Source: an optimization exercise on an open RTL-to-GDS flow (aim: small area, a short achievable clock period and few clock cycles per item). Production flows keep margins and buffers that such runs may drop. Function was not checked in any run shown here: the RTL went through the layout flow alone. Power is estimated from default activity; no workload was simulated.

`flow/config.mk`:
```
export PLATFORM = sky130hd
export DESIGN_NAME = systolic_top
export DESIGN_NICKNAME = systolic_top
export VERILOG_FILES = /design/flow/design.v
export SDC_FILE = /design/flow/constraint.sdc
export NUM_CORES = 4
export LEC_CHECK = 0
export ABC_AREA = 1
export CAP_MARGIN = 20
export CORE_MARGIN = 2
export CORE_UTILIZATION = 40
export SETUP_SLACK_MARGIN = 5
export SLEW_MARGIN = 20
```
`flow/constraint.sdc`:
```
create_clock -name core_clock -period 9.0 [get_ports {clk}]
set_input_delay 1.8000 -clock core_clock [delete_from_list [all_inputs] [get_ports {clk}]]
set_output_delay 1.8000 -clock core_clock [all_outputs]
set_load 0.01 [all_outputs]
```
`flow/design.v`:
```
`timescale 1ns/10ps
package systolic_pkg;
    typedef logic signed [16-1:0]   data_t;
    typedef logic signed [8-1:0] weight_t;
    typedef logic signed [32-1:0]  accum_t;
    typedef logic [6-1:0]          wb_addr_t;
    typedef logic [32-1:0]          wb_data_t;
    typedef enum logic [2:0] {
        IDLE,
        CLEAR,
        FEED,
        DRAIN,
        DONE
    } seq_state_t;
endpackage
`timescale 1ns/10ps
module dot2_pp (
    input  logic [15:0] a0,
    input  logic [15:0] a1,
    input  logic [11:0] e0,
    input  logic [11:0] e1,
    output logic [61:0] pp
);
wire p0m0_one;
wire p0m0_two;
wire p0m0_neg;
wire p0m1_one;
wire p0m1_two;
wire p0m1_neg;
wire p0m2_one;
wire p0m2_two;
wire p0m2_neg;
wire p0m3_one;
wire p0m3_two;
wire p0m3_neg;
wire p1m0_one;
wire p1m0_two;
wire p1m0_neg;
wire p1m1_one;
wire p1m1_two;
wire p1m1_neg;
wire p1m2_one;
wire p1m2_two;
wire p1m2_neg;
wire p1m3_one;
wire p1m3_two;
wire p1m3_neg;
wire s1;
wire c2;
wire s3;
wire c4;
wire s5;
wire c6;
wire s7;
wire c8;
wire s9;
wire c10;
wire s11;
wire c12;
wire s13;
wire c14;
wire s15;
wire c16;
wire s17;
wire c18;
wire s19;
wire c20;
wire s21;
wire c22;
wire s23;
wire c24;
wire s25;
wire c26;
wire s27;
wire c28;
wire s29;
wire c30;
wire s31;
wire c32;
wire s33;
wire c34;
wire s35;
wire c36;
wire s37;
wire c38;
wire s39;
wire c40;
wire s41;
wire c42;
wire s43;
wire c44;
wire s45;
wire c46;
wire s47;
wire c48;
wire s49;
wire c50;
wire s51;
wire c52;
wire s53;
wire c54;
wire s55;
wire c56;
wire s57;
wire c58;
wire s59;
wire c60;
wire s61;
wire c62;
wire s63;
wire c64;
wire s65;
wire c66;
wire s67;
wire c68;
wire s69;
wire c70;
wire s71;
wire c72;
wire s73;
wire c74;
wire s75;
wire c76;
wire s77;
wire c78;
wire s79;
wire c80;
wire s81;
wire c82;
wire s83;
wire c84;
wire s85;
wire c86;
wire s87;
wire c88;
wire s89;
wire c90;
wire s91;
wire c92;
wire s93;
wire c94;
wire s95;
wire c96;
wire s97;
wire c98;
wire s99;
wire c100;
wire s101;
wire c102;
wire s103;
wire c104;
wire s105;
wire c106;
wire s107;
wire c108;
wire s109;
wire c110;
wire s111;
wire c112;
wire s113;
wire c114;
wire s115;
wire c116;
wire s117;
wire c118;
wire s119;
wire c120;
wire s121;
wire c122;
wire s123;
wire c124;
wire s125;
wire c126;
wire s127;
wire c128;
wire s129;
wire c130;
wire s131;
wire c132;
wire s133;
wire c134;
wire s135;
wire c136;
wire s137;
wire c138;
wire s139;
wire c140;
wire s141;
wire c142;
wire s143;
wire c144;
wire s145;
wire c146;
wire s147;
wire c148;
wire s149;
wire c150;
wire s151;
wire c152;
wire s153;
wire c154;
wire s155;
wire c156;
wire s157;
wire c158;
wire s159;
wire c160;
wire s161;
wire c162;
wire s163;
wire c164;
wire s165;
wire c166;
wire s167;
wire c168;
wire s169;
wire c170;
wire s171;
wire c172;
wire s173;
wire c174;
assign p0m0_one = e0[0];
assign p0m0_two = e0[1];
assign p0m0_neg = e0[2];
wire [16:0] p0m0_r;
assign p0m0_r[0] = ((p0m0_one & a0[0]) | (p0m0_two & 1'b0)) ^ p0m0_neg;
assign p0m0_r[1] = ((p0m0_one & a0[1]) | (p0m0_two & a0[0])) ^ p0m0_neg;
assign p0m0_r[2] = ((p0m0_one & a0[2]) | (p0m0_two & a0[1])) ^ p0m0_neg;
assign p0m0_r[3] = ((p0m0_one & a0[3]) | (p0m0_two & a0[2])) ^ p0m0_neg;
assign p0m0_r[4] = ((p0m0_one & a0[4]) | (p0m0_two & a0[3])) ^ p0m0_neg;
assign p0m0_r[5] = ((p0m0_one & a0[5]) | (p0m0_two & a0[4])) ^ p0m0_neg;
assign p0m0_r[6] = ((p0m0_one & a0[6]) | (p0m0_two & a0[5])) ^ p0m0_neg;
assign p0m0_r[7] = ((p0m0_one & a0[7]) | (p0m0_two & a0[6])) ^ p0m0_neg;
assign p0m0_r[8] = ((p0m0_one & a0[8]) | (p0m0_two & a0[7])) ^ p0m0_neg;
assign p0m0_r[9] = ((p0m0_one & a0[9]) | (p0m0_two & a0[8])) ^ p0m0_neg;
assign p0m0_r[10] = ((p0m0_one & a0[10]) | (p0m0_two & a0[9])) ^ p0m0_neg;
assign p0m0_r[11] = ((p0m0_one & a0[11]) | (p0m0_two & a0[10])) ^ p0m0_neg;
assign p0m0_r[12] = ((p0m0_one & a0[12]) | (p0m0_two & a0[11])) ^ p0m0_neg;
assign p0m0_r[13] = ((p0m0_one & a0[13]) | (p0m0_two & a0[12])) ^ p0m0_neg;
assign p0m0_r[14] = ((p0m0_one & a0[14]) | (p0m0_two & a0[13])) ^ p0m0_neg;
assign p0m0_r[15] = ((p0m0_one & a0[15]) | (p0m0_two & a0[14])) ^ p0m0_neg;
assign p0m0_r[16] = ((p0m0_one & a0[15]) | (p0m0_two & a0[15])) ^ p0m0_neg;
assign p0m1_one = e0[3];
assign p0m1_two = e0[4];
assign p0m1_neg = e0[5];
wire [16:0] p0m1_r;
assign p0m1_r[0] = ((p0m1_one & a0[0]) | (p0m1_two & 1'b0)) ^ p0m1_neg;
assign p0m1_r[1] = ((p0m1_one & a0[1]) | (p0m1_two & a0[0])) ^ p0m1_neg;
assign p0m1_r[2] = ((p0m1_one & a0[2]) | (p0m1_two & a0[1])) ^ p0m1_neg;
assign p0m1_r[3] = ((p0m1_one & a0[3]) | (p0m1_two & a0[2])) ^ p0m1_neg;
assign p0m1_r[4] = ((p0m1_one & a0[4]) | (p0m1_two & a0[3])) ^ p0m1_neg;
assign p0m1_r[5] = ((p0m1_one & a0[5]) | (p0m1_two & a0[4])) ^ p0m1_neg;
assign p0m1_r[6] = ((p0m1_one & a0[6]) | (p0m1_two & a0[5])) ^ p0m1_neg;
assign p0m1_r[7] = ((p0m1_one & a0[7]) | (p0m1_two & a0[6])) ^ p0m1_neg;
assign p0m1_r[8] = ((p0m1_one & a0[8]) | (p0m1_two & a0[7])) ^ p0m1_neg;
assign p0m1_r[9] = ((p0m1_one & a0[9]) | (p0m1_two & a0[8])) ^ p0m1_neg;
assign p0m1_r[10] = ((p0m1_one & a0[10]) | (p0m1_two & a0[9])) ^ p0m1_neg;
assign p0m1_r[11] = ((p0m1_one & a0[11]) | (p0m1_two & a0[10])) ^ p0m1_neg;
assign p0m1_r[12] = ((p0m1_one & a0[12]) | (p0m1_two & a0[11])) ^ p0m1_neg;
assign p0m1_r[13] = ((p0m1_one & a0[13]) | (p0m1_two & a0[12])) ^ p0m1_neg;
assign p0m1_r[14] = ((p0m1_one & a0[14]) | (p0m1_two & a0[13])) ^ p0m1_neg;
assign p0m1_r[15] = ((p0m1_one & a0[15]) | (p0m1_two & a0[14])) ^ p0m1_neg;
assign p0m1_r[16] = ((p0m1_one & a0[15]) | (p0m1_two & a0[15])) ^ p0m1_neg;
assign p0m2_one = e0[6];
assign p0m2_two = e0[7];
assign p0m2_neg = e0[8];
wire [16:0] p0m2_r;
assign p0m2_r[0] = ((p0m2_one & a0[0]) | (p0m2_two & 1'b0)) ^ p0m2_neg;
assign p0m2_r[1] = ((p0m2_one & a0[1]) | (p0m2_two & a0[0])) ^ p0m2_neg;
assign p0m2_r[2] = ((p0m2_one & a0[2]) | (p0m2_two & a0[1])) ^ p0m2_neg;
assign p0m2_r[3] = ((p0m2_one & a0[3]) | (p0m2_two & a0[2])) ^ p0m2_neg;
assign p0m2_r[4] = ((p0m2_one & a0[4]) | (p0m2_two & a0[3])) ^ p0m2_neg;
assign p0m2_r[5] = ((p0m2_one & a0[5]) | (p0m2_two & a0[4])) ^ p0m2_neg;
assign p0m2_r[6] = ((p0m2_one & a0[6]) | (p0m2_two & a0[5])) ^ p0m2_neg;
assign p0m2_r[7] = ((p0m2_one & a0[7]) | (p0m2_two & a0[6])) ^ p0m2_neg;
assign p0m2_r[8] = ((p0m2_one & a0[8]) | (p0m2_two & a0[7])) ^ p0m2_neg;
assign p0m2_r[9] = ((p0m2_one & a0[9]) | (p0m2_two & a0[8])) ^ p0m2_neg;
assign p0m2_r[10] = ((p0m2_one & a0[10]) | (p0m2_two & a0[9])) ^ p0m2_neg;
assign p0m2_r[11] = ((p0m2_one & a0[11]) | (p0m2_two & a0[10])) ^ p0m2_neg;
assign p0m2_r[12] = ((p0m2_one & a0[12]) | (p0m2_two & a0[11])) ^ p0m2_neg;
assign p0m2_r[13] = ((p0m2_one & a0[13]) | (p0m2_two & a0[12])) ^ p0m2_neg;
assign p0m2_r[14] = ((p0m2_one & a0[14]) | (p0m2_two & a0[13])) ^ p0m2_neg;
assign p0m2_r[15] = ((p0m2_one & a0[15]) | (p0m2_two & a0[14])) ^ p0m2_neg;
assign p0m2_r[16] = ((p0m2_one & a0[15]) | (p0m2_two & a0[15])) ^ p0m2_neg;
assign p0m3_one = e0[9];
assign p0m3_two = e0[10];
assign p0m3_neg = e0[11];
wire [16:0] p0m3_r;
assign p0m3_r[0] = ((p0m3_one & a0[0]) | (p0m3_two & 1'b0)) ^ p0m3_neg;
assign p0m3_r[1] = ((p0m3_one & a0[1]) | (p0m3_two & a0[0])) ^ p0m3_neg;
assign p0m3_r[2] = ((p0m3_one & a0[2]) | (p0m3_two & a0[1])) ^ p0m3_neg;
assign p0m3_r[3] = ((p0m3_one & a0[3]) | (p0m3_two & a0[2])) ^ p0m3_neg;
assign p0m3_r[4] = ((p0m3_one & a0[4]) | (p0m3_two & a0[3])) ^ p0m3_neg;
assign p0m3_r[5] = ((p0m3_one & a0[5]) | (p0m3_two & a0[4])) ^ p0m3_neg;
assign p0m3_r[6] = ((p0m3_one & a0[6]) | (p0m3_two & a0[5])) ^ p0m3_neg;
assign p0m3_r[7] = ((p0m3_one & a0[7]) | (p0m3_two & a0[6])) ^ p0m3_neg;
assign p0m3_r[8] = ((p0m3_one & a0[8]) | (p0m3_two & a0[7])) ^ p0m3_neg;
assign p0m3_r[9] = ((p0m3_one & a0[9]) | (p0m3_two & a0[8])) ^ p0m3_neg;
assign p0m3_r[10] = ((p0m3_one & a0[10]) | (p0m3_two & a0[9])) ^ p0m3_neg;
assign p0m3_r[11] = ((p0m3_one & a0[11]) | (p0m3_two & a0[10])) ^ p0m3_neg;
assign p0m3_r[12] = ((p0m3_one & a0[12]) | (p0m3_two & a0[11])) ^ p0m3_neg;
assign p0m3_r[13] = ((p0m3_one & a0[13]) | (p0m3_two & a0[12])) ^ p0m3_neg;
assign p0m3_r[14] = ((p0m3_one & a0[14]) | (p0m3_two & a0[13])) ^ p0m3_neg;
assign p0m3_r[15] = ((p0m3_one & a0[15]) | (p0m3_two & a0[14])) ^ p0m3_neg;
assign p0m3_r[16] = ((p0m3_one & a0[15]) | (p0m3_two & a0[15])) ^ p0m3_neg;
assign p1m0_one = e1[0];
assign p1m0_two = e1[1];
assign p1m0_neg = e1[2];
wire [16:0] p1m0_r;
assign p1m0_r[0] = ((p1m0_one & a1[0]) | (p1m0_two & 1'b0)) ^ p1m0_neg;
assign p1m0_r[1] = ((p1m0_one & a1[1]) | (p1m0_two & a1[0])) ^ p1m0_neg;
assign p1m0_r[2] = ((p1m0_one & a1[2]) | (p1m0_two & a1[1])) ^ p1m0_neg;
assign p1m0_r[3] = ((p1m0_one & a1[3]) | (p1m0_two & a1[2])) ^ p1m0_neg;
assign p1m0_r[4] = ((p1m0_one & a1[4]) | (p1m0_two & a1[3])) ^ p1m0_neg;
assign p1m0_r[5] = ((p1m0_one & a1[5]) | (p1m0_two & a1[4])) ^ p1m0_neg;
assign p1m0_r[6] = ((p1m0_one & a1[6]) | (p1m0_two & a1[5])) ^ p1m0_neg;
assign p1m0_r[7] = ((p1m0_one & a1[7]) | (p1m0_two & a1[6])) ^ p1m0_neg;
assign p1m0_r[8] = ((p1m0_one & a1[8]) | (p1m0_two & a1[7])) ^ p1m0_neg;
assign p1m0_r[9] = ((p1m0_one & a1[9]) | (p1m0_two & a1[8])) ^ p1m0_neg;
assign p1m0_r[10] = ((p1m0_one & a1[10]) | (p1m0_two & a1[9])) ^ p1m0_neg;
assign p1m0_r[11] = ((p1m0_one & a1[11]) | (p1m0_two & a1[10])) ^ p1m0_neg;
assign p1m0_r[12] = ((p1m0_one & a1[12]) | (p1m0_two & a1[11])) ^ p1m0_neg;
assign p1m0_r[13] = ((p1m0_one & a1[13]) | (p1m0_two & a1[12])) ^ p1m0_neg;
assign p1m0_r[14] = ((p1m0_one & a1[14]) | (p1m0_two & a1[13])) ^ p1m0_neg;
assign p1m0_r[15] = ((p1m0_one & a1[15]) | (p1m0_two & a1[14])) ^ p1m0_neg;
assign p1m0_r[16] = ((p1m0_one & a1[15]) | (p1m0_two & a1[15])) ^ p1m0_neg;
assign p1m1_one = e1[3];
assign p1m1_two = e1[4];
assign p1m1_neg = e1[5];
wire [16:0] p1m1_r;
assign p1m1_r[0] = ((p1m1_one & a1[0]) | (p1m1_two & 1'b0)) ^ p1m1_neg;
assign p1m1_r[1] = ((p1m1_one & a1[1]) | (p1m1_two & a1[0])) ^ p1m1_neg;
assign p1m1_r[2] = ((p1m1_one & a1[2]) | (p1m1_two & a1[1])) ^ p1m1_neg;
assign p1m1_r[3] = ((p1m1_one & a1[3]) | (p1m1_two & a1[2])) ^ p1m1_neg;
assign p1m1_r[4] = ((p1m1_one & a1[4]) | (p1m1_two & a1[3])) ^ p1m1_neg;
assign p1m1_r[5] = ((p1m1_one & a1[5]) | (p1m1_two & a1[4])) ^ p1m1_neg;
assign p1m1_r[6] = ((p1m1_one & a1[6]) | (p1m1_two & a1[5])) ^ p1m1_neg;
assign p1m1_r[7] = ((p1m1_one & a1[7]) | (p1m1_two & a1[6])) ^ p1m1_neg;
assign p1m1_r[8] = ((p1m1_one & a1[8]) | (p1m1_two & a1[7])) ^ p1m1_neg;
assign p1m1_r[9] = ((p1m1_one & a1[9]) | (p1m1_two & a1[8])) ^ p1m1_neg;
assign p1m1_r[10] = ((p1m1_one & a1[10]) | (p1m1_two & a1[9])) ^ p1m1_neg;
assign p1m1_r[11] = ((p1m1_one & a1[11]) | (p1m1_two & a1[10])) ^ p1m1_neg;
assign p1m1_r[12] = ((p1m1_one & a1[12]) | (p1m1_two & a1[11])) ^ p1m1_neg;
assign p1m1_r[13] = ((p1m1_one & a1[13]) | (p1m1_two & a1[12])) ^ p1m1_neg;
assign p1m1_r[14] = ((p1m1_one & a1[14]) | (p1m1_two & a1[13])) ^ p1m1_neg;
assign p1m1_r[15] = ((p1m1_one & a1[15]) | (p1m1_two & a1[14])) ^ p1m1_neg;
assign p1m1_r[16] = ((p1m1_one & a1[15]) | (p1m1_two & a1[15])) ^ p1m1_neg;
assign p1m2_one = e1[6];
assign p1m2_two = e1[7];
assign p1m2_neg = e1[8];
wire [16:0] p1m2_r;
assign p1m2_r[0] = ((p1m2_one & a1[0]) | (p1m2_two & 1'b0)) ^ p1m2_neg;
assign p1m2_r[1] = ((p1m2_one & a1[1]) | (p1m2_two & a1[0])) ^ p1m2_neg;
assign p1m2_r[2] = ((p1m2_one & a1[2]) | (p1m2_two & a1[1])) ^ p1m2_neg;
assign p1m2_r[3] = ((p1m2_one & a1[3]) | (p1m2_two & a1[2])) ^ p1m2_neg;
assign p1m2_r[4] = ((p1m2_one & a1[4]) | (p1m2_two & a1[3])) ^ p1m2_neg;
assign p1m2_r[5] = ((p1m2_one & a1[5]) | (p1m2_two & a1[4])) ^ p1m2_neg;
assign p1m2_r[6] = ((p1m2_one & a1[6]) | (p1m2_two & a1[5])) ^ p1m2_neg;
assign p1m2_r[7] = ((p1m2_one & a1[7]) | (p1m2_two & a1[6])) ^ p1m2_neg;
assign p1m2_r[8] = ((p1m2_one & a1[8]) | (p1m2_two & a1[7])) ^ p1m2_neg;
assign p1m2_r[9] = ((p1m2_one & a1[9]) | (p1m2_two & a1[8])) ^ p1m2_neg;
assign p1m2_r[10] = ((p1m2_one & a1[10]) | (p1m2_two & a1[9])) ^ p1m2_neg;
assign p1m2_r[11] = ((p1m2_one & a1[11]) | (p1m2_two & a1[10])) ^ p1m2_neg;
assign p1m2_r[12] = ((p1m2_one & a1[12]) | (p1m2_two & a1[11])) ^ p1m2_neg;
assign p1m2_r[13] = ((p1m2_one & a1[13]) | (p1m2_two & a1[12])) ^ p1m2_neg;
assign p1m2_r[14] = ((p1m2_one & a1[14]) | (p1m2_two & a1[13])) ^ p1m2_neg;
assign p1m2_r[15] = ((p1m2_one & a1[15]) | (p1m2_two & a1[14])) ^ p1m2_neg;
assign p1m2_r[16] = ((p1m2_one & a1[15]) | (p1m2_two & a1[15])) ^ p1m2_neg;
assign p1m3_one = e1[9];
assign p1m3_two = e1[10];
assign p1m3_neg = e1[11];
wire [16:0] p1m3_r;
assign p1m3_r[0] = ((p1m3_one & a1[0]) | (p1m3_two & 1'b0)) ^ p1m3_neg;
assign p1m3_r[1] = ((p1m3_one & a1[1]) | (p1m3_two & a1[0])) ^ p1m3_neg;
assign p1m3_r[2] = ((p1m3_one & a1[2]) | (p1m3_two & a1[1])) ^ p1m3_neg;
assign p1m3_r[3] = ((p1m3_one & a1[3]) | (p1m3_two & a1[2])) ^ p1m3_neg;
assign p1m3_r[4] = ((p1m3_one & a1[4]) | (p1m3_two & a1[3])) ^ p1m3_neg;
assign p1m3_r[5] = ((p1m3_one & a1[5]) | (p1m3_two & a1[4])) ^ p1m3_neg;
assign p1m3_r[6] = ((p1m3_one & a1[6]) | (p1m3_two & a1[5])) ^ p1m3_neg;
assign p1m3_r[7] = ((p1m3_one & a1[7]) | (p1m3_two & a1[6])) ^ p1m3_neg;
assign p1m3_r[8] = ((p1m3_one & a1[8]) | (p1m3_two & a1[7])) ^ p1m3_neg;
assign p1m3_r[9] = ((p1m3_one & a1[9]) | (p1m3_two & a1[8])) ^ p1m3_neg;
assign p1m3_r[10] = ((p1m3_one & a1[10]) | (p1m3_two & a1[9])) ^ p1m3_neg;
assign p1m3_r[11] = ((p1m3_one & a1[11]) | (p1m3_two & a1[10])) ^ p1m3_neg;
assign p1m3_r[12] = ((p1m3_one & a1[12]) | (p1m3_two & a1[11])) ^ p1m3_neg;
assign p1m3_r[13] = ((p1m3_one & a1[13]) | (p1m3_two & a1[12])) ^ p1m3_neg;
assign p1m3_r[14] = ((p1m3_one & a1[14]) | (p1m3_two & a1[13])) ^ p1m3_neg;
assign p1m3_r[15] = ((p1m3_one & a1[15]) | (p1m3_two & a1[14])) ^ p1m3_neg;
assign p1m3_r[16] = ((p1m3_one & a1[15]) | (p1m3_two & a1[15])) ^ p1m3_neg;
wire nx, na;
assign nx = p0m3_neg ^ p1m3_neg;
assign na = p0m3_neg & p1m3_neg;
assign s1 = p0m0_r[0] ^ p0m0_neg ^ p1m0_r[0];
assign c2 = (p0m0_r[0] & p0m0_neg) | (p0m0_r[0] & p1m0_r[0]) | (p0m0_neg & p1m0_r[0]);
assign s3 = p0m0_r[2] ^ p0m1_r[0] ^ p0m1_neg;
assign c4 = (p0m0_r[2] & p0m1_r[0]) | (p0m0_r[2] & p0m1_neg) | (p0m1_r[0] & p0m1_neg);
assign s5 = p1m0_r[2] ^ p1m1_r[0] ^ p1m1_neg;
assign c6 = (p1m0_r[2] & p1m1_r[0]) | (p1m0_r[2] & p1m1_neg) | (p1m1_r[0] & p1m1_neg);
assign s7 = p0m0_r[3] ^ p0m1_r[1] ^ p1m0_r[3];
assign c8 = (p0m0_r[3] & p0m1_r[1]) | (p0m0_r[3] & p1m0_r[3]) | (p0m1_r[1] & p1m0_r[3]);
assign s9 = p0m0_r[4] ^ p0m1_r[2] ^ p0m2_r[0];
assign c10 = (p0m0_r[4] & p0m1_r[2]) | (p0m0_r[4] & p0m2_r[0]) | (p0m1_r[2] & p0m2_r[0]);
assign s11 = p0m2_neg ^ p1m0_r[4] ^ p1m1_r[2];
assign c12 = (p0m2_neg & p1m0_r[4]) | (p0m2_neg & p1m1_r[2]) | (p1m0_r[4] & p1m1_r[2]);
assign s13 = p0m0_r[5] ^ p0m1_r[3] ^ p0m2_r[1];
assign c14 = (p0m0_r[5] & p0m1_r[3]) | (p0m0_r[5] & p0m2_r[1]) | (p0m1_r[3] & p0m2_r[1]);
assign s15 = p1m0_r[5] ^ p1m1_r[3] ^ p1m2_r[1];
assign c16 = (p1m0_r[5] & p1m1_r[3]) | (p1m0_r[5] & p1m2_r[1]) | (p1m1_r[3] & p1m2_r[1]);
assign s17 = p0m0_r[6] ^ p0m1_r[4] ^ p0m2_r[2];
assign c18 = (p0m0_r[6] & p0m1_r[4]) | (p0m0_r[6] & p0m2_r[2]) | (p0m1_r[4] & p0m2_r[2]);
assign s19 = p0m3_r[0] ^ p1m0_r[6] ^ p1m1_r[4];
assign c20 = (p0m3_r[0] & p1m0_r[6]) | (p0m3_r[0] & p1m1_r[4]) | (p1m0_r[6] & p1m1_r[4]);
assign s21 = p1m2_r[2] ^ p1m3_r[0] ^ nx;
assign c22 = (p1m2_r[2] & p1m3_r[0]) | (p1m2_r[2] & nx) | (p1m3_r[0] & nx);
assign s23 = p0m0_r[7] ^ p0m1_r[5] ^ p0m2_r[3];
assign c24 = (p0m0_r[7] & p0m1_r[5]) | (p0m0_r[7] & p0m2_r[3]) | (p0m1_r[5] & p0m2_r[3]);
assign s25 = p0m3_r[1] ^ p1m0_r[7] ^ p1m1_r[5];
assign c26 = (p0m3_r[1] & p1m0_r[7]) | (p0m3_r[1] & p1m1_r[5]) | (p1m0_r[7] & p1m1_r[5]);
assign s27 = p1m2_r[3] ^ p1m3_r[1] ^ na;
assign c28 = (p1m2_r[3] & p1m3_r[1]) | (p1m2_r[3] & na) | (p1m3_r[1] & na);
assign s29 = p0m0_r[8] ^ p0m1_r[6] ^ p0m2_r[4];
assign c30 = (p0m0_r[8] & p0m1_r[6]) | (p0m0_r[8] & p0m2_r[4]) | (p0m1_r[6] & p0m2_r[4]);
assign s31 = p0m3_r[2] ^ p1m0_r[8] ^ p1m1_r[6];
assign c32 = (p0m3_r[2] & p1m0_r[8]) | (p0m3_r[2] & p1m1_r[6]) | (p1m0_r[8] & p1m1_r[6]);
assign s33 = p0m0_r[9] ^ p0m1_r[7] ^ p0m2_r[5];
assign c34 = (p0m0_r[9] & p0m1_r[7]) | (p0m0_r[9] & p0m2_r[5]) | (p0m1_r[7] & p0m2_r[5]);
assign s35 = p0m3_r[3] ^ p1m0_r[9] ^ p1m1_r[7];
assign c36 = (p0m3_r[3] & p1m0_r[9]) | (p0m3_r[3] & p1m1_r[7]) | (p1m0_r[9] & p1m1_r[7]);
assign s37 = p0m0_r[10] ^ p0m1_r[8] ^ p0m2_r[6];
assign c38 = (p0m0_r[10] & p0m1_r[8]) | (p0m0_r[10] & p0m2_r[6]) | (p0m1_r[8] & p0m2_r[6]);
assign s39 = p0m3_r[4] ^ p1m0_r[10] ^ p1m1_r[8];
assign c40 = (p0m3_r[4] & p1m0_r[10]) | (p0m3_r[4] & p1m1_r[8]) | (p1m0_r[10] & p1m1_r[8]);
assign s41 = p0m0_r[11] ^ p0m1_r[9] ^ p0m2_r[7];
assign c42 = (p0m0_r[11] & p0m1_r[9]) | (p0m0_r[11] & p0m2_r[7]) | (p0m1_r[9] & p0m2_r[7]);
assign s43 = p0m3_r[5] ^ p1m0_r[11] ^ p1m1_r[9];
assign c44 = (p0m3_r[5] & p1m0_r[11]) | (p0m3_r[5] & p1m1_r[9]) | (p1m0_r[11] & p1m1_r[9]);
assign s45 = p0m0_r[12] ^ p0m1_r[10] ^ p0m2_r[8];
assign c46 = (p0m0_r[12] & p0m1_r[10]) | (p0m0_r[12] & p0m2_r[8]) | (p0m1_r[10] & p0m2_r[8]);
assign s47 = p0m3_r[6] ^ p1m0_r[12] ^ p1m1_r[10];
assign c48 = (p0m3_r[6] & p1m0_r[12]) | (p0m3_r[6] & p1m1_r[10]) | (p1m0_r[12] & p1m1_r[10]);
assign s49 = p0m0_r[13] ^ p0m1_r[11] ^ p0m2_r[9];
assign c50 = (p0m0_r[13] & p0m1_r[11]) | (p0m0_r[13] & p0m2_r[9]) | (p0m1_r[11] & p0m2_r[9]);
assign s51 = p0m3_r[7] ^ p1m0_r[13] ^ p1m1_r[11];
assign c52 = (p0m3_r[7] & p1m0_r[13]) | (p0m3_r[7] & p1m1_r[11]) | (p1m0_r[13] & p1m1_r[11]);
assign s53 = p0m0_r[14] ^ p0m1_r[12] ^ p0m2_r[10];
assign c54 = (p0m0_r[14] & p0m1_r[12]) | (p0m0_r[14] & p0m2_r[10]) | (p0m1_r[12] & p0m2_r[10]);
assign s55 = p0m3_r[8] ^ p1m0_r[14] ^ p1m1_r[12];
assign c56 = (p0m3_r[8] & p1m0_r[14]) | (p0m3_r[8] & p1m1_r[12]) | (p1m0_r[14] & p1m1_r[12]);
assign s57 = p0m0_r[15] ^ p0m1_r[13] ^ p0m2_r[11];
assign c58 = (p0m0_r[15] & p0m1_r[13]) | (p0m0_r[15] & p0m2_r[11]) | (p0m1_r[13] & p0m2_r[11]);
assign s59 = p0m3_r[9] ^ p1m0_r[15] ^ p1m1_r[13];
assign c60 = (p0m3_r[9] & p1m0_r[15]) | (p0m3_r[9] & p1m1_r[13]) | (p1m0_r[15] & p1m1_r[13]);
assign s61 = ~p0m0_r[16] ^ p0m1_r[14] ^ p0m2_r[12];
assign c62 = (~p0m0_r[16] & p0m1_r[14]) | (~p0m0_r[16] & p0m2_r[12]) | (p0m1_r[14] & p0m2_r[12]);
assign s63 = p0m3_r[10] ^ ~p1m0_r[16] ^ p1m1_r[14];
assign c64 = (p0m3_r[10] & ~p1m0_r[16]) | (p0m3_r[10] & p1m1_r[14]) | (~p1m0_r[16] & p1m1_r[14]);
assign s65 = p0m1_r[15] ^ p0m2_r[13] ^ p0m3_r[11];
assign c66 = (p0m1_r[15] & p0m2_r[13]) | (p0m1_r[15] & p0m3_r[11]) | (p0m2_r[13] & p0m3_r[11]);
assign s67 = p1m1_r[15] ^ p1m2_r[13] ^ p1m3_r[11];
assign c68 = (p1m1_r[15] & p1m2_r[13]) | (p1m1_r[15] & p1m3_r[11]) | (p1m2_r[13] & p1m3_r[11]);
assign s69 = ~p0m1_r[16] ^ p0m2_r[14] ^ p0m3_r[12];
assign c70 = (~p0m1_r[16] & p0m2_r[14]) | (~p0m1_r[16] & p0m3_r[12]) | (p0m2_r[14] & p0m3_r[12]);
assign s71 = ~p1m1_r[16] ^ p1m2_r[14] ^ p1m3_r[12];
assign c72 = (~p1m1_r[16] & p1m2_r[14]) | (~p1m1_r[16] & p1m3_r[12]) | (p1m2_r[14] & p1m3_r[12]);
assign s73 = p0m2_r[15] ^ p0m3_r[13] ^ p1m2_r[15];
assign c74 = (p0m2_r[15] & p0m3_r[13]) | (p0m2_r[15] & p1m2_r[15]) | (p0m3_r[13] & p1m2_r[15]);
assign s75 = ~p0m2_r[16] ^ p0m3_r[14] ^ ~p1m2_r[16];
assign c76 = (~p0m2_r[16] & p0m3_r[14]) | (~p0m2_r[16] & ~p1m2_r[16]) | (p0m3_r[14] & ~p1m2_r[16]);
assign s77 = ~p0m3_r[16] ^ ~p1m3_r[16] ^ 1'b1;
assign c78 = (~p0m3_r[16] & ~p1m3_r[16]) | (~p0m3_r[16] & 1'b1) | (~p1m3_r[16] & 1'b1);
assign s79 = p0m0_r[1] ^ p1m0_r[1] ^ c2;
assign c80 = (p0m0_r[1] & p1m0_r[1]) | (p0m0_r[1] & c2) | (p1m0_r[1] & c2);
assign s81 = p1m1_r[1] ^ c4 ^ c6;
assign c82 = (p1m1_r[1] & c4) | (p1m1_r[1] & c6) | (c4 & c6);
assign s83 = p1m2_r[0] ^ p1m2_neg ^ c8;
assign c84 = (p1m2_r[0] & p1m2_neg) | (p1m2_r[0] & c8) | (p1m2_neg & c8);
assign s85 = c10 ^ c12 ^ s13;
assign c86 = (c10 & c12) | (c10 & s13) | (c12 & s13);
assign s87 = c14 ^ c16 ^ s17;
assign c88 = (c14 & c16) | (c14 & s17) | (c16 & s17);
assign s89 = c18 ^ c20 ^ c22;
assign c90 = (c18 & c20) | (c18 & c22) | (c20 & c22);
assign s91 = s23 ^ s25 ^ s27;
assign c92 = (s23 & s25) | (s23 & s27) | (s25 & s27);
assign s93 = p1m2_r[4] ^ p1m3_r[2] ^ c24;
assign c94 = (p1m2_r[4] & p1m3_r[2]) | (p1m2_r[4] & c24) | (p1m3_r[2] & c24);
assign s95 = c26 ^ c28 ^ s29;
assign c96 = (c26 & c28) | (c26 & s29) | (c28 & s29);
assign s97 = p1m2_r[5] ^ p1m3_r[3] ^ c30;
assign c98 = (p1m2_r[5] & p1m3_r[3]) | (p1m2_r[5] & c30) | (p1m3_r[3] & c30);
assign s99 = c32 ^ s33 ^ s35;
assign c100 = (c32 & s33) | (c32 & s35) | (s33 & s35);
assign s101 = p1m2_r[6] ^ p1m3_r[4] ^ c34;
assign c102 = (p1m2_r[6] & p1m3_r[4]) | (p1m2_r[6] & c34) | (p1m3_r[4] & c34);
assign s103 = c36 ^ s37 ^ s39;
assign c104 = (c36 & s37) | (c36 & s39) | (s37 & s39);
assign s105 = p1m2_r[7] ^ p1m3_r[5] ^ c38;
assign c106 = (p1m2_r[7] & p1m3_r[5]) | (p1m2_r[7] & c38) | (p1m3_r[5] & c38);
assign s107 = c40 ^ s41 ^ s43;
assign c108 = (c40 & s41) | (c40 & s43) | (s41 & s43);
assign s109 = p1m2_r[8] ^ p1m3_r[6] ^ c42;
assign c110 = (p1m2_r[8] & p1m3_r[6]) | (p1m2_r[8] & c42) | (p1m3_r[6] & c42);
assign s111 = c44 ^ s45 ^ s47;
assign c112 = (c44 & s45) | (c44 & s47) | (s45 & s47);
assign s113 = p1m2_r[9] ^ p1m3_r[7] ^ c46;
assign c114 = (p1m2_r[9] & p1m3_r[7]) | (p1m2_r[9] & c46) | (p1m3_r[7] & c46);
assign s115 = c48 ^ s49 ^ s51;
assign c116 = (c48 & s49) | (c48 & s51) | (s49 & s51);
assign s117 = p1m2_r[10] ^ p1m3_r[8] ^ c50;
assign c118 = (p1m2_r[10] & p1m3_r[8]) | (p1m2_r[10] & c50) | (p1m3_r[8] & c50);
assign s119 = c52 ^ s53 ^ s55;
assign c120 = (c52 & s53) | (c52 & s55) | (s53 & s55);
assign s121 = p1m2_r[11] ^ p1m3_r[9] ^ c54;
assign c122 = (p1m2_r[11] & p1m3_r[9]) | (p1m2_r[11] & c54) | (p1m3_r[9] & c54);
assign s123 = c56 ^ s57 ^ s59;
assign c124 = (c56 & s57) | (c56 & s59) | (s57 & s59);
assign s125 = p1m2_r[12] ^ p1m3_r[10] ^ c58;
assign c126 = (p1m2_r[12] & p1m3_r[10]) | (p1m2_r[12] & c58) | (p1m3_r[10] & c58);
assign s127 = c60 ^ s61 ^ s63;
assign c128 = (c60 & s61) | (c60 & s63) | (s61 & s63);
assign s129 = 1'b1 ^ c62 ^ c64;
assign c130 = (1'b1 & c62) | (1'b1 & c64) | (c62 & c64);
assign s131 = 1'b1 ^ c66 ^ c68;
assign c132 = (1'b1 & c66) | (1'b1 & c68) | (c66 & c68);
assign s133 = p1m3_r[13] ^ c70 ^ c72;
assign c134 = (p1m3_r[13] & c70) | (p1m3_r[13] & c72) | (c70 & c72);
assign s135 = p1m3_r[14] ^ 1'b1 ^ c74;
assign c136 = (p1m3_r[14] & 1'b1) | (p1m3_r[14] & c74) | (1'b1 & c74);
assign s137 = p0m3_r[15] ^ p1m3_r[15] ^ c76;
assign c138 = (p0m3_r[15] & p1m3_r[15]) | (p0m3_r[15] & c76) | (p1m3_r[15] & c76);
assign s139 = s3 ^ s5 ^ c80;
assign c140 = (s3 & s5) | (s3 & c80) | (s5 & c80);
assign s141 = s9 ^ s11 ^ c82;
assign c142 = (s9 & s11) | (s9 & c82) | (s11 & c82);
assign s143 = s15 ^ c84 ^ s85;
assign c144 = (s15 & c84) | (s15 & s85) | (c84 & s85);
assign s145 = s19 ^ s21 ^ c86;
assign c146 = (s19 & s21) | (s19 & c86) | (s21 & c86);
assign s147 = c88 ^ s89 ^ s91;
assign c148 = (c88 & s89) | (c88 & s91) | (s89 & s91);
assign s149 = s31 ^ c90 ^ c92;
assign c150 = (s31 & c90) | (s31 & c92) | (c90 & c92);
assign s151 = c94 ^ c96 ^ s97;
assign c152 = (c94 & c96) | (c94 & s97) | (c96 & s97);
assign s153 = c98 ^ c100 ^ s101;
assign c154 = (c98 & c100) | (c98 & s101) | (c100 & s101);
assign s155 = c102 ^ c104 ^ s105;
assign c156 = (c102 & c104) | (c102 & s105) | (c104 & s105);
assign s157 = c106 ^ c108 ^ s109;
assign c158 = (c106 & c108) | (c106 & s109) | (c108 & s109);
assign s159 = c110 ^ c112 ^ s113;
assign c160 = (c110 & c112) | (c110 & s113) | (c112 & s113);
assign s161 = c114 ^ c116 ^ s117;
assign c162 = (c114 & c116) | (c114 & s117) | (c116 & s117);
assign s163 = c118 ^ c120 ^ s121;
assign c164 = (c118 & c120) | (c118 & s121) | (c120 & s121);
assign s165 = c122 ^ c124 ^ s125;
assign c166 = (c122 & c124) | (c122 & s125) | (c124 & s125);
assign s167 = s65 ^ s67 ^ c126;
assign c168 = (s65 & s67) | (s65 & c126) | (s67 & c126);
assign s169 = s69 ^ s71 ^ c130;
assign c170 = (s69 & s71) | (s69 & c130) | (s71 & c130);
assign s171 = s73 ^ c132 ^ s133;
assign c172 = (s73 & c132) | (s73 & s133) | (c132 & s133);
assign s173 = s75 ^ c134 ^ s135;
assign c174 = (s75 & c134) | (s75 & s135) | (c134 & s135);
assign pp[0] = p1m0_neg;
assign pp[1] = s1;
assign pp[2] = s79;
assign pp[3] = s139;
assign pp[4] = s7;
assign pp[5] = s81;
assign pp[6] = c140;
assign pp[7] = s83;
assign pp[8] = s141;
assign pp[9] = c142;
assign pp[10] = s143;
assign pp[11] = s87;
assign pp[12] = c144;
assign pp[13] = s145;
assign pp[14] = c146;
assign pp[15] = s147;
assign pp[16] = s93;
assign pp[17] = s95;
assign pp[18] = c148;
assign pp[19] = s149;
assign pp[20] = s99;
assign pp[21] = c150;
assign pp[22] = s151;
assign pp[23] = s103;
assign pp[24] = c152;
assign pp[25] = s153;
assign pp[26] = s107;
assign pp[27] = c154;
assign pp[28] = s155;
assign pp[29] = s111;
assign pp[30] = c156;
assign pp[31] = s157;
assign pp[32] = s115;
assign pp[33] = c158;
assign pp[34] = s159;
assign pp[35] = s119;
assign pp[36] = c160;
assign pp[37] = s161;
assign pp[38] = s123;
assign pp[39] = c162;
assign pp[40] = s163;
assign pp[41] = s127;
assign pp[42] = c164;
assign pp[43] = s165;
assign pp[44] = c128;
assign pp[45] = s129;
assign pp[46] = c166;
assign pp[47] = s167;
assign pp[48] = s131;
assign pp[49] = c168;
assign pp[50] = s169;
assign pp[51] = c170;
assign pp[52] = s171;
assign pp[53] = c172;
assign pp[54] = s173;
assign pp[55] = c136;
assign pp[56] = s137;
assign pp[57] = c174;
assign pp[58] = s77;
assign pp[59] = c138;
assign pp[60] = c78;
assign pp[61] = 1'b1;
endmodule
module dot2_fin (
    input  logic [61:0] pp,
    output logic [24:0] sum
);
logic [24:0] r0, r1;
wire s175;
wire c176;
wire s177;
wire c178;
wire s179;
wire c180;
wire s181;
wire c182;
wire s183;
wire c184;
wire s185;
wire c186;
wire s187;
wire c188;
wire s189;
wire c190;
wire s191;
wire c192;
wire s193;
wire c194;
wire s195;
wire c196;
wire s197;
wire c198;
wire s199;
wire c200;
wire s201;
wire c202;
wire s203;
wire c204;
wire s205;
wire c206;
wire s207;
wire c208;
wire s209;
wire c210;
wire s211;
wire c212;
wire s213;
wire c214;
wire s215;
wire c216;
wire s217;
wire c218;
wire s219;
wire c220;
wire s221;
wire c222;
wire s223;
wire c224;
wire s225;
wire c226;
wire s227;
wire c228;
wire s229;
wire c230;
wire s231;
wire c232;
wire s233;
wire c234;
wire s235;
wire c236;
assign s175 = pp[16] ^ pp[17];
assign c176 = pp[16] & pp[17];
assign s177 = pp[20] ^ pp[21];
assign c178 = pp[20] & pp[21];
assign s179 = pp[23] ^ pp[24];
assign c180 = pp[23] & pp[24];
assign s181 = pp[26] ^ pp[27];
assign c182 = pp[26] & pp[27];
assign s183 = pp[29] ^ pp[30];
assign c184 = pp[29] & pp[30];
assign s185 = pp[32] ^ pp[33];
assign c186 = pp[32] & pp[33];
assign s187 = pp[35] ^ pp[36];
assign c188 = pp[35] & pp[36];
assign s189 = pp[38] ^ pp[39];
assign c190 = pp[38] & pp[39];
assign s191 = pp[41] ^ pp[42];
assign c192 = pp[41] & pp[42];
assign s193 = pp[44] ^ pp[45] ^ pp[46];
assign c194 = (pp[44] & pp[45]) | (pp[44] & pp[46]) | (pp[45] & pp[46]);
assign s195 = pp[48] ^ pp[49];
assign c196 = pp[48] & pp[49];
assign s197 = pp[4] ^ pp[5];
assign c198 = pp[4] & pp[5];
assign s199 = pp[7] ^ pp[8];
assign c200 = pp[7] & pp[8];
assign s201 = pp[9] ^ pp[10];
assign c202 = pp[9] & pp[10];
assign s203 = pp[11] ^ pp[12] ^ pp[13];
assign c204 = (pp[11] & pp[12]) | (pp[11] & pp[13]) | (pp[12] & pp[13]);
assign s205 = pp[14] ^ pp[15];
assign c206 = pp[14] & pp[15];
assign s207 = pp[18] ^ pp[19] ^ s175;
assign c208 = (pp[18] & pp[19]) | (pp[18] & s175) | (pp[19] & s175);
assign s209 = pp[22] ^ c176 ^ s177;
assign c210 = (pp[22] & c176) | (pp[22] & s177) | (c176 & s177);
assign s211 = pp[25] ^ c178 ^ s179;
assign c212 = (pp[25] & c178) | (pp[25] & s179) | (c178 & s179);
assign s213 = pp[28] ^ c180 ^ s181;
assign c214 = (pp[28] & c180) | (pp[28] & s181) | (c180 & s181);
assign s215 = pp[31] ^ c182 ^ s183;
assign c216 = (pp[31] & c182) | (pp[31] & s183) | (c182 & s183);
assign s217 = pp[34] ^ c184 ^ s185;
assign c218 = (pp[34] & c184) | (pp[34] & s185) | (c184 & s185);
assign s219 = pp[37] ^ c186 ^ s187;
assign c220 = (pp[37] & c186) | (pp[37] & s187) | (c186 & s187);
assign s221 = pp[40] ^ c188 ^ s189;
assign c222 = (pp[40] & c188) | (pp[40] & s189) | (c188 & s189);
assign s223 = pp[43] ^ c190 ^ s191;
assign c224 = (pp[43] & c190) | (pp[43] & s191) | (c190 & s191);
assign s225 = pp[47] ^ c192 ^ s193;
assign c226 = (pp[47] & c192) | (pp[47] & s193) | (c192 & s193);
assign s227 = pp[50] ^ c194 ^ s195;
assign c228 = (pp[50] & c194) | (pp[50] & s195) | (c194 & s195);
assign s229 = pp[51] ^ pp[52] ^ c196;
assign c230 = (pp[51] & pp[52]) | (pp[51] & c196) | (pp[52] & c196);
assign s231 = pp[53] ^ pp[54];
assign c232 = pp[53] & pp[54];
assign s233 = pp[55] ^ pp[56] ^ pp[57];
assign c234 = (pp[55] & pp[56]) | (pp[55] & pp[57]) | (pp[56] & pp[57]);
assign s235 = pp[58] ^ pp[59];
assign c236 = pp[58] & pp[59];
assign r0[0] = pp[0];
assign r1[0] = pp[1];
assign r0[1] = pp[2];
assign r1[1] = 1'b0;
assign r0[2] = pp[3];
assign r1[2] = 1'b0;
assign r0[3] = pp[6];
assign r1[3] = s197;
assign r0[4] = c198;
assign r1[4] = s199;
assign r0[5] = c200;
assign r1[5] = s201;
assign r0[6] = c202;
assign r1[6] = s203;
assign r0[7] = c204;
assign r1[7] = s205;
assign r0[8] = c206;
assign r1[8] = s207;
assign r0[9] = c208;
assign r1[9] = s209;
assign r0[10] = c210;
assign r1[10] = s211;
assign r0[11] = c212;
assign r1[11] = s213;
assign r0[12] = c214;
assign r1[12] = s215;
assign r0[13] = c216;
assign r1[13] = s217;
assign r0[14] = c218;
assign r1[14] = s219;
assign r0[15] = c220;
assign r1[15] = s221;
assign r0[16] = c222;
assign r1[16] = s223;
assign r0[17] = c224;
assign r1[17] = s225;
assign r0[18] = c226;
assign r1[18] = s227;
assign r0[19] = c228;
assign r1[19] = s229;
assign r0[20] = c230;
assign r1[20] = s231;
assign r0[21] = c232;
assign r1[21] = s233;
assign r0[22] = c234;
assign r1[22] = s235;
assign r0[23] = pp[60];
assign r1[23] = c236;
assign r0[24] = pp[61];
assign r1[24] = 1'b0;
assign sum = r0 + r1;
endmodule
`timescale 1ns/10ps
module systolic_top (
    input  logic        clk,
    input  logic        rst_n,
    input  logic        wb_cyc,
    input  logic        wb_stb,
    input  logic        wb_we,
    input  logic [5:0]  wb_adr,
    input  logic [31:0] wb_dat_w,
    output logic [31:0] wb_dat_r,
    output logic        wb_ack
);
    logic [15:0] ax [2];
    logic [15:0] ay [2];
    logic [11:0] bu [2];
    logic [11:0] bv [2];
    logic [11:0] b_enc;
    logic [24:0] c_ring [4];
    logic        c_vld;
    logic        busy;
    logic        done;
    logic [1:0]  run_cnt;
    logic [1:0]  k;
    logic        k0_n, k1_n;
    logic        access;
    logic        wr_en;
    logic        start;
    logic [24:0] rd_d;
    logic [24:0] rd_q;
    assign access = wb_cyc && wb_stb && !wb_ack;
    assign wr_en  = access && wb_we && !busy;
    assign start  = wr_en && (wb_adr == 6'd8) && wb_dat_w[0];
    always_ff @(posedge clk or negedge rst_n) begin
        if (!rst_n) begin
            wb_ack <= 1'b0;
        end else begin
            wb_ack <= access;
        end
    end
    assign k0_n = ~k[0];
    assign k1_n = k[1] ^ k[0];
    logic wr_a, wr_b;
    assign wr_a = wr_en && (wb_adr[5:2] == 4'd0);
    assign wr_b = wr_en && (wb_adr[5:2] == 4'd1);
    function automatic logic [11:0] booth_enc(input logic [7:0] b);
        logic [8:0] x;
        x = {b, 1'b0};
        for (int m = 0; m < 4; m++) begin
            booth_enc[3*m]   = x[2*m+1] ^ x[2*m];
            booth_enc[3*m+1] = (x[2*m+2] & ~x[2*m+1] & ~x[2*m]) | (~x[2*m+2] & x[2*m+1] & x[2*m]);
            booth_enc[3*m+2] = x[2*m+2];
        end
    endfunction
    function automatic logic [7:0] booth_dec(input logic [11:0] e);
        for (int m = 0; m < 4; m++) begin
            booth_dec[2*m+1] = e[3*m+2];
            booth_dec[2*m]   = e[3*m] ^ ((m == 0) ? 1'b0 : e[3*m-1]);
        end
    endfunction
    assign b_enc = booth_enc(wb_dat_w[7:0]);
    for (genvar p = 0; p < 2; p++) begin : g_ring
        logic wa_x, wa_y, wb_u, wb_v;
        assign wa_x = wr_a && (wb_adr[1] == (1'(p) ^ k0_n)) && !wb_adr[0];
        assign wa_y = wr_a && (wb_adr[1] == (1'(p) ^ k0_n)) &&  wb_adr[0];
        assign wb_u = wr_b && (wb_adr[0] == (1'(p) ^ k1_n)) && !wb_adr[1];
        assign wb_v = wr_b && (wb_adr[0] == (1'(p) ^ k1_n)) &&  wb_adr[1];
        always_ff @(posedge clk or negedge rst_n) begin
            if (!rst_n) begin
                ax[p] <= '0;
                ay[p] <= '0;
                bu[p] <= '0;
                bv[p] <= '0;
            end else begin
                ax[p] <= wa_x ? wb_dat_w[15:0] : ax[1-p];
                ay[p] <= wa_y ? wb_dat_w[15:0] : ay[1-p];
                bu[p] <= wb_u ? b_enc : (k[0] ? bu[1-p] : bu[p]);
                bv[p] <= wb_v ? b_enc : (k[0] ? bv[1-p] : bv[p]);
            end
        end
    end
    always_ff @(posedge clk or negedge rst_n) begin
        if (!rst_n) begin
            busy    <= 1'b0;
            done    <= 1'b0;
            c_vld   <= 1'b0;
            run_cnt <= '0;
            k       <= '0;
        end else begin
            k <= k + 2'd1;
            if (start) begin
                busy    <= 1'b1;
                done    <= 1'b0;
                c_vld   <= 1'b1;
                run_cnt <= '0;
            end else if (busy) begin
                run_cnt <= run_cnt + 2'd1;
                if (run_cnt == 2'd2) begin
                    busy <= 1'b0;
                    done <= 1'b1;
                end
            end
        end
    end
    logic [61:0] pp;
    logic [61:0] pp_q;
    logic [24:0] sum;
    dot2_pp u_pp (
        .a0 (ax[0]),
        .a1 (ay[0]),
        .e0 (bu[0]),
        .e1 (bv[0]),
        .pp (pp)
    );
    always_ff @(posedge clk) begin
        pp_q <= pp;
    end
    dot2_fin u_fin (
        .pp  (pp_q),
        .sum (sum)
    );
    always_ff @(posedge clk) begin
        c_ring[0] <= (start || busy) ? sum : c_ring[3];
        c_ring[1] <= c_ring[0];
        c_ring[2] <= c_ring[1];
        c_ring[3] <= c_ring[2];
    end
    logic [1:0] c_pos;
    assign c_pos = k - {wb_adr[0], wb_adr[1]} - 2'd2;
    logic       pa, pb;
    assign pa = wb_adr[1] ^ k[0];     
    assign pb = wb_adr[0] ^ k[1];     
    always_comb begin
        rd_d = '0;
        case (wb_adr)
            6'd0, 6'd2:
                rd_d = {{9{ax[pa][15]}}, ax[pa]};
            6'd1, 6'd3:
                rd_d = {{9{ay[pa][15]}}, ay[pa]};
            6'd4, 6'd5:
                rd_d = {{17{bu[pb][11]}}, booth_dec(bu[pb])};
            6'd6, 6'd7:
                rd_d = {{17{bv[pb][11]}}, booth_dec(bv[pb])};
            6'd9:
                rd_d = {23'd0, done, busy};
            6'd12, 6'd13, 6'd14, 6'd15:
                if (c_vld) rd_d = c_ring[c_pos];
            default: rd_d = '0;
        endcase
    end
    always_ff @(posedge clk) begin
        rd_q <= rd_d;
    end
    assign wb_dat_r = {{7{rd_q[24]}}, rd_q};
endmodule
```
`flow/flow/run.sh`:
```
#!/bin/bash
set -euo pipefail
bash standard.sh SETUP_SLACK_MARGIN=6 finish > flow.log 2>&1
```
`flow/standard.sh`:
```
#!/bin/bash
# synth_recipe.tcl (not shown) runs the flow's synth.tcl, then flattens the netlist and writes it again
# the make line also repeats each setting of config.mk as NAME=value (left out here)
make -C /OpenROAD-flow-scripts/flow DESIGN_CONFIG=/design/flow/config.mk WORK_HOME=/design/flow/orfs CLKGATE_MAP_FILE= SYNTH_SCRIPT=/design/flow/synth_recipe.tcl "${@:-finish}"
```
==> results.ini, run 1 <==
[outcome]
outcome=finished clean

[drt]
vias_per_cell=5.28
wire_per_inst_um=19.6
drt_wl_total_um=56400
dr.pass1.iters=6
num_vias=15200
postRouteAntennaNets=0
remaining_drc_errors=0
drtIter0Drc=1313

[power_and_ir_drop]
powerDensity_nw_per_um2=188
p_leak_nw=10.2
irDropWorstVdd_mv=0.126

[yosys]
synth_common_cells=nand2_1 (474), inv_1 (285), nand3_1 (196)
ys_types=42
synthArstFlopShare=0.392
synth_seq_area_share=0.380
synth.area.top_cells=dfxtp_1 (21%), dfrtp_1 (17%), fa_1 (11%), nand2_1 (10%), xor2_1 (6.8%)
synth_cells=2181
ys_ff_latch=306
yosysWarnings=11
synth_ff_type=dfxtp_1
avgSynthCellArea_um2=8.12
synth_edf_count=0
synth_top_area_cell=dfxtp_1
yosysMostFrequentCell=nand2_1
syn_nets=2364
yosysTopAreaCellShare=0.210
syn-cell-area_um2=17700

[timing]
skew_ns=0.0163
tightest_slew_ns=0.888
relSlewSlack=0.408
hold_viol=0
fmax_ghz=0.332
setup_tns_ns=0
min_period_ns=3.01
hold_slack_ns=0.344
slew_violations=0
setup_viol=0
grt_setup_unrepaired=yes
finalCritPeriodShare=0.335

[setup_path]
cp_num_buf_inv=4
critPathKind=in2reg
r2r_end=pp_q[15]
r2r_start=bu[0][1]
crit_fanout=6
crit_family=buffers and inverters
crit_chain=clkdlybuf4s15_1, inv_2, nand4_1, clkinvlp_4, buf_4, a22oi_2, nand2_1, nor2_4, nand2_1
critPathSlowestCell=clkdlybuf4s15_1
cp.arrival_ns=3.46
crit_path_max_incr_delay_ns=0.32
crit_top_cell=nand2_1
crit_path_end_kind=flop
r2r_setup_slack_ns=6.07
required_ns=9.44
reg2reg_depth=8
critPathLaunchType=input port

[clocking]
cts_root_buffer=clkbuf_16
clk_pin_slew_ns=0.06
clkLatencyLatePin_ns=0.55
numClockSinks=306
numCtsBuffers=35
cts_tree=built
htreeDepth=2
clockBufferDepth=3
cts_hold_buf=0

[placement]
place_inst=2741
io_buffers=59
dp_hpwl_um=38400
gp_congestion=0.929

[grt]
grt_use_total=0.240
overflow=0
antenna_found_initial=0
grt_first_pass_wirelength_um=85700
grt_pass1_vias=14600
grt_max_degree=67

[run]
cap_viol_max_count=0

[layout]
stdcell_count=2877
syn2layout_area_growth_pct=19.1
final_layout_size_suffix_gt1_frac=0.110
fin_nets=2444
antenna_cells=0

[floorplan]
fp.dieH_um=214
core_area_um2=43900
die_area_um2=46000
io_pins=76
rows=77
start_util=0.403
die_w_um=214

[hold_path]
hold_end=c_ring[2][9]
hold_start=c_ring[1][9]
hp-class=reg2reg
min_path_cells=0

## flip-flops by register name (all words and copies together) (netlist names)
register,cells
c_ring,100
pp_q,61
ax,32
ay,32
rd_q,25
bu,24
bv,24
k,2
run_cnt,2
busy,1
c_vld,1
done,1
wb_ack,1
## final cells by class
cell class	count	area (um^2)
timing repair inverter	1	8.76
clock buffer	52	1040
sequential	306	6750
multi-input combinational	1448	9790
fill	4309	22800
inverter	333	1330
timing repair buffer	136	1300
clock inverter	9	139
tap	592	741
## timing repair
item / 4_1_cts / 5_1_grt
pin swaps: 16 / 11
setup buffers: 42 / 19
setup endpoints to repair: 221 / 160
gates cloned: 11 / 3
resized for setup: 164 / 51
## routing by layer
metal,track usage,vias to the layer above,part of all wire
met2,0.387,591,0.45
met3,0.0501,118,0.072
met5,0,-,0
met1,0.310,7291,0.43
met4,0.110,0,0.044
li1,-,7201,-
## metrics by stage
step	util	power [mW]	cell area, um^2	setup WS [ns]
3_5_place_dp	0.425	2.49	18700	3.75
6_report	0.480	3.98	21100	5.99
2_1_floorplan	-	2.20	17800	5.99
3_3_place_gp	0.425	2.48	18700	3.80
4_1_cts	0.472	3.98	20700	5.97
5_1_grt	0.480	4.20	21100	5.96
## cells by family after synthesis
group | count (synthesis) | synth area share
muxes | 1 | 0.000565
DFF | 306 | 0.380
adders and majority gates | 140 | 0.139
AOI/OAI and AO/OA | 377 | 0.123
xor gates and xnor gates | 148 | 0.0747
buffers and inverters | 439 | 0.0991
and+or+nand+nor | 770 | 0.184
## worst max-delay path by stage
stage / slack (ns) / from / cells past startpoint / to
after floorplan: 5.99 / wb_adr[1] / 9 / rd_q[15]
after global routing: 5.96 / wb_adr[4] / 9 / c_ring[0][9]
final: 5.99 / wb_adr[2] / 9 / rd_q[6]
after CTS: 5.97 / wb_stb / 7 / ax[0][5]
after global placement: 3.80 / wb_adr[1] / 5 / ay[0][5]
after detailed placement: 3.75 / wb_adr[1] / 5 / ax[0][5]
## cell usage in the layout, fill, tap and decap left out, drive strengths merged, types with 54 or more instances in the layout
cell type	netlist	layout
nand2	479	483
inv	294	287
nand3	196	202
o21ai	188	188
dfxtp	186	186
xor2	139	140
o22ai	120	120
dfrtp	120	120
fa	94	94
buf	59	79
nor2	69	70
clkbuf	47	54
## worst reg2reg max path: stages, from the launching register on
cell and delay (ns):
dfrtp_1 0.48, clkinvlp_4 0.32, o22ai_1 0.23, xor2_1 0.13, fa_1 0.55, inv_1 0.08
fa_1 0.54, inv_1 0.05, fa_1 0.41
## where the power goes
| group | total (mW) | internal (mW) | switching [mW] |
|---|---|---|---|
| Combinational | 0.973 | 0.349 | 0.624 |
| Sequential | 1.55 | 1.49 | 0.0663 |
| Clock | 1.45 | 0.865 | 0.585 |
==> run 2, diff against run 1 <==
--- a/flow/config.mk
+++ b/flow/config.mk
@@ -9,5 +9,6 @@
 export CAP_MARGIN = 20
 export CORE_MARGIN = 2
 export CORE_UTILIZATION = 40
+export CTS_BUF_LIST = sky130_fd_sc_hd__clkbuf_8
 export SETUP_SLACK_MARGIN = 5
 export SLEW_MARGIN = 20
==> results.ini, run 2 <==
[outcome]
outcome=finished clean

[setup_path]
reg2reg_depth=8
r2r_setup_slack_ns=6.06
crit_fanout=2
r2r_end=pp_q[15]
crit_path_max_incr_delay_ns=0.39
critPathLaunchType=flop
crit_path_end_kind=output port
critPathSlowestCell=dfrtp_1
cp.arrival_ns=1.18
r2r_start=bv[0][6]
critPathKind=reg2out
cp_num_buf_inv=1
required_ns=7.20
crit_chain=buf_2
crit_family=flip-flops

[yosys]
synth_cells=2181
synth_top_area_cell=dfxtp_1
synth-xor-area-share=0.0747
synth-simple-area-share=0.184
synthAdderAreaFrac=0.139
synth_top_family_by_area=simple AND/OR/NAND/NOR gates
ys_ff_latch=306
synth_ff_type=dfxtp_1
yosysMostFrequentCell=nand2_1
avgSynthCellArea_um2=8.12
synth_common_cells=nand2_1 (474), inv_1 (285), nand3_1 (196)
syn-cell-area_um2=17700
yosys-mux-area-fraction=0.000565
synth_edf_count=0
syn_nets=2364
synth.area.top_cells=dfxtp_1 (21%), dfrtp_1 (17%), fa_1 (11%), nand2_1 (10%), xor2_1 (6.8%)
ys_types=42
synthArstFlopShare=0.392
synth_seq_area_share=0.380
yosysWarnings=11
yosysTopAreaCellShare=0.210
synth-compound-area-share=0.123

[timing]
setup_tns_ns=0
finalCritPeriodShare=0.331
skew_ns=0.0213
fmax_ghz=0.336
slew_violations=0
grt_setup_unrepaired=yes
tightest_slew_ns=0.874
relSlewSlack=0.417
setup_viol=0
fin_ws_ns=6.02
min_period_ns=2.98
hold_viol=0

[power_and_ir_drop]
powerDensity_nw_per_um2=182
p_total_mw=3.77
irDropWorstVdd_mv=0.119
p_leak_nw=10.2

[layout]
largest_register_ffs=100
n_fill_cell=4380
finalInstanceArea_um2=20800
top_register=c_ring
syn2layout_area_growth_pct=17.2
final_cell_mix=nand2_1 (473), inv_1 (286), dfxtp_1 (185)
fin_nets=2452
final_layout_size_suffix_gt1_frac=0.121
reg_top3=c_ring: 100 flops, pp_q: 61 flops
antenna_cells=0
layout_commonest_cell=nand2_1
stdcell_count=2897

[floorplan]
die_area_um2=46000
die_w_um=214
fp.dieH_um=214
start_util=0.403
rows=77
core_area_um2=43900
io_pins=76

[drt]
drtIter0Drc=1208
vias_per_cell=5.28
wire_per_inst_um=19.3
dr.pass1.iters=6
remaining_drc_errors=0
postRouteAntennaNets=0
num_vias=15300
drt_wl_total_um=56100

[clocking]
numCtsBuffers=50
numClockSinks=306
cts_tree=built
cts_root_buffer=clkbuf_8
clkLatencyLatePin_ns=0.64
htreeDepth=2
clockBufferDepth=3
clk_pin_slew_ns=0.06
cts_hold_buf=0

[hold_path]
hold_start=c_ring[1][9]
min_path_cells=0
hp-class=reg2reg
hold_end=c_ring[2][9]

[placement]
gp_congestion=0.929
dp_hpwl_um=38400
place_ws_ns=3.75
place_inst=2741
io_buffers=59
place_area_um2=18700

[grt]
grt_max_degree=78
antenna_found_initial=0
grt_first_pass_wirelength_um=84300
overflow=0
grt_pass1_vias=14500
grt_use_total=0.234

[run]
cap_viol_max_count=0

[run 2: cell types whose count changed in the layout (fill, tap and decap cells not counted), sizes merged]
cell	previous run	this run
clkinv	43	47
buf	79	93
nand2	483	482
clkinvlp	11	10
dlygate4sd2	27	1
dlymetal6s2s	3	6
clkbuf	54	65
inv	287	303
[run 2: how the worst max path moves through the flow]
stage / start / end / slack [ns] / cells past startpoint
after global placement: wb_adr[1] / ay[0][5] / 3.80 / 5
final: wb_ack / wb_ack / 6.02 / 1
after global routing: pp_q[45] / c_ring[0][21] / 5.94 / 14
after detailed placement: wb_adr[1] / ax[0][5] / 3.75 / 5
after floorplan: wb_adr[1] / rd_q[15] / 5.99 / 9
after CTS: pp_q[45] / c_ring[0][21] / 5.97 / 14
[run 2: power by group]
part | internal (mW) | total [mW] | switching (mW)
clock | 0.675 | 1.26 | 0.582
sequential | 1.49 | 1.55 | 0.0653
combinational | 0.341 | 0.961 | 0.620
total | 2.50 | 3.77 | 1.27
[run 2: layer usage]
layer	share of wire	up-vias	global-route usage
met5	0	-	0
met4	0.049	0	0.111
met3	0.076	155	0.0430
met2	0.45	637	0.373
met1	0.42	7278	0.309
li1	-	7230	-
[run 2: stage by stage]
stage / hold WS (ns) / util
global placement: 0.327 / 0.425
floorplan: 0.326 / -
detailed placement: 0.333 / 0.425
global route: 0.352 / 0.472
finish: 0.345 / 0.472
CTS: 0.348 / 0.462
[run 2: cell type report]
cell class              instances  area, um^2  area share
clock inverters                27         190     0.00916
repair buffers                129        1190      0.0572
repair inverters                2        22.5     0.00108
inverters                     333        1340      0.0644
well taps                     592         741      0.0357
multi-input cells            1447        9700       0.467
flip-flops and latches        306        6740       0.325
clock buffers                  61         840      0.0404
[run 2: cell families after synthesis]
logic type | after synthesis
simple gates | 770
buf+inv | 439
compound gates | 377
flops | 306
xor+xnor | 148
fa+ha+maj | 140
mux | 1
[run 2: timing repair]
item / 4_1_cts / 5_1_grt
gates resized for setup: 196 / 78
pin swaps: 12 / 22
buffers inserted: 32 / 21
setup endpoints to repair: 221 / 179
cloned: 6 / 9
==> run 3, diff against run 2 <==
--- a/flow/config.mk
+++ b/flow/config.mk
@@ -10,5 +10,7 @@
 export CORE_MARGIN = 2
 export CORE_UTILIZATION = 40
 export CTS_BUF_LIST = sky130_fd_sc_hd__clkbuf_8
+export CTS_CLUSTER_DIAMETER = 60
+export CTS_CLUSTER_SIZE = 16
 export SETUP_SLACK_MARGIN = 5
 export SLEW_MARGIN = 20
==> results.ini, run 3 <==
[yosys]
synth_seq_area_share=0.380
synth_common_cells=nand2_1 (474), inv_1 (285), nand3_1 (196)
synthArstFlopShare=0.392
synth_cells=2181
synth.area.top_cells=dfxtp_1 (21%), dfrtp_1 (17%), fa_1 (11%), nand2_1 (10%), xor2_1 (6.8%)
yosysTopAreaCellShare=0.210
yosysWarnings=11
avgSynthCellArea_um2=8.12
syn_nets=2364
yosysMostFrequentCell=nand2_1
ys_ff_latch=306
ys_types=42
syn-cell-area_um2=17700
synth_ff_type=dfxtp_1
synth_edf_count=0
synth_top_area_cell=dfxtp_1

[timing]
setup_viol=0
setup_tns_ns=0
hold_slack_ns=0.334
hold_viol=0
relSlewSlack=0.418
fmax_ghz=0.334
grt_setup_unrepaired=yes
min_period_ns=2.99
tightest_slew_ns=0.873
skew_ns=0.0350
slew_violations=0
finalCritPeriodShare=0.333

[outcome]
outcome=finished clean

[grt]
grt_max_degree=78
grt_first_pass_wirelength_um=83100
antenna_found_initial=0
grt_pass1_vias=14300
grt_use_total=0.230
overflow=0

[clocking]
numClockSinks=306
htreeDepth=1
cts_root_buffer=clkbuf_8
clockBufferDepth=3
clkLatencyLatePin_ns=0.64
clk_pin_slew_ns=0.10
numCtsBuffers=28
cts_tree=built

[placement]
gp_congestion=0.929
dp_hpwl_um=38400
io_buffers=59

[layout]
layout_commonest_cell=nand2_1
syn2layout_area_growth_pct=15.5
n_fill_cell=4398
top_register=c_ring
reg_top3=c_ring: 100 flops, pp_q: 61 flops
largest_register_ffs=100
final_cell_mix=nand2_1 (472), inv_1 (274), nand3_1 (184)
final_layout_size_suffix_gt1_frac=0.118
antenna_cells=0
fin_nets=2431

[drt]
num_vias=15100
drt_wl_total_um=55000
postRouteAntennaNets=0
remaining_drc_errors=0
drtIter0Drc=1268
wire_per_inst_um=19.3
dr.pass1.iters=5
vias_per_cell=5.28

[setup_path]
crit_path_end_kind=output port
crit_path_max_incr_delay_ns=0.42
r2r_start=ax[0][12]
crit_fanout=2
cp.arrival_ns=1.19
critPathSlowestCell=dfrtp_1
critPathKind=reg2out
critPathLaunchType=flop
crit_chain=buf_2
cp_num_buf_inv=1
required_ns=7.20
crit_family=flip-flops
crit_start=wb_ack

[hold_path]
hold_start=c_ring[0][3]
hp-class=reg2reg

[floorplan]
fp.dieH_um=214
io_pins=76
die_area_um2=46000
die_w_um=214
start_util=0.403
rows=77
core_area_um2=43900

[power_and_ir_drop]
powerDensity_nw_per_um2=167
p_leak_nw=9.94
irDropWorstVdd_mv=0.0996

[run]
cap_viol_max_count=0

[run 3: cell counts after synthesis]
Identical to the previous run, type by type.
[run 3: final timing paths]
kind | end | slack (ns) | depth (start not counted)
worst min register to register | c_ring[1][3] | 0.33 | 0
worst max register to register | pp_q[34] | 6.05 | 8
min in group asynchronous | ay[0][4] | 1.26 | 1
max in group asynchronous | bu[0][11] | 6.42 | 2
worst min-delay path | c_ring[1][3] | 0.33 | 0
worst max-delay path | wb_ack | 6.01 | 1
[run 3: cell type report]
cell class | instances | area [um^2] | area share
clock buffer | 32 | 440 | 0.0215
clock inverter | 15 | 158 | 0.00771
inverter | 333 | 1350 | 0.0659
multi-input combinational | 1444 | 9760 | 0.477
sequential | 306 | 6760 | 0.330
tap | 592 | 741 | 0.0362
timing repair buffer | 134 | 1250 | 0.0609
timing repair inverter | 1 | 5.00 | 0.000245
[run 3: cells by family after synthesis]
family                   count (synthesis)  synth area share
adder cells (fa/ha/maj)                140             0.139
multiplexers                             1          0.000565
buffers and inverters                  439            0.0991
flip-flops                             306             0.380
AO/OA/AOI/OAI                          377             0.123
XOR/XNOR                               148            0.0747
AND/OR/NAND/NOR                        770             0.184
[run 3: per-layer routing]
metal	GRT usage	share of wire	vias to the layer above
met5	0	0	-
met4	0.0975	0.048	0
met3	0.0370	0.068	119
met2	0.373	0.45	528
met1	0.305	0.43	7302
li1	-	-	7148
[run 3: power by group]
part	internal (mW)	switching, mW
Combinational	0.350	0.620
Sequential	1.48	0.0657
Clock	0.372	0.513
Total	2.21	1.20
[run 3: timing repair]
action | in CTS | in global routing
cloned | 7 | 7
resized for setup | 190 | 95
buffers inserted | 37 | 18
endpoints found under the setup margin | 223 | 170
hold buffers | 0 | 0
pin swaps | 13 | 18
[run 3: through the flow]
stage	setup slack, ns	std cells	total power, mW	utilization	cell area [um^2]
after floorplan	5.99	2181	2.20	-	17800
after global placement	3.80	2739	2.48	0.425	18700
after detailed placement	3.75	2741	2.49	0.425	18700
after CTS	5.98	2832	3.40	0.454	20000
after global routing	5.97	2857	3.62	0.466	20500
final	6.01	2857	3.41	0.466	20500

## what the ideal ports hide
Ports are ideal in the flow. The routed layouts listed here were re-timed in OpenROAD.
Step 1: set_driving_cell puts a clkbuf_16 on clk and a buf_2 on each other input, an assumption about the parent block.
Step 2 also shifts input and output timing later by t, the mid clock arrival at the registers, as if the neighbouring blocks saw the same clock.
Slacks: no drivers / after step 1 / after step 2; pairs: no drivers / after step 1.
| run | t (ns) | setup WS [ns] |
|---|---|---|
| run 1 | 0.603 | 5.985 / 5.991 / 5.394 |
| run 2 | 0.684 | 6.022 / 5.969 / 5.380 |
| run 3 | 0.671 | 6.007 / 5.954 / 5.365 |
After both steps setup and hold are still met in every run listed.
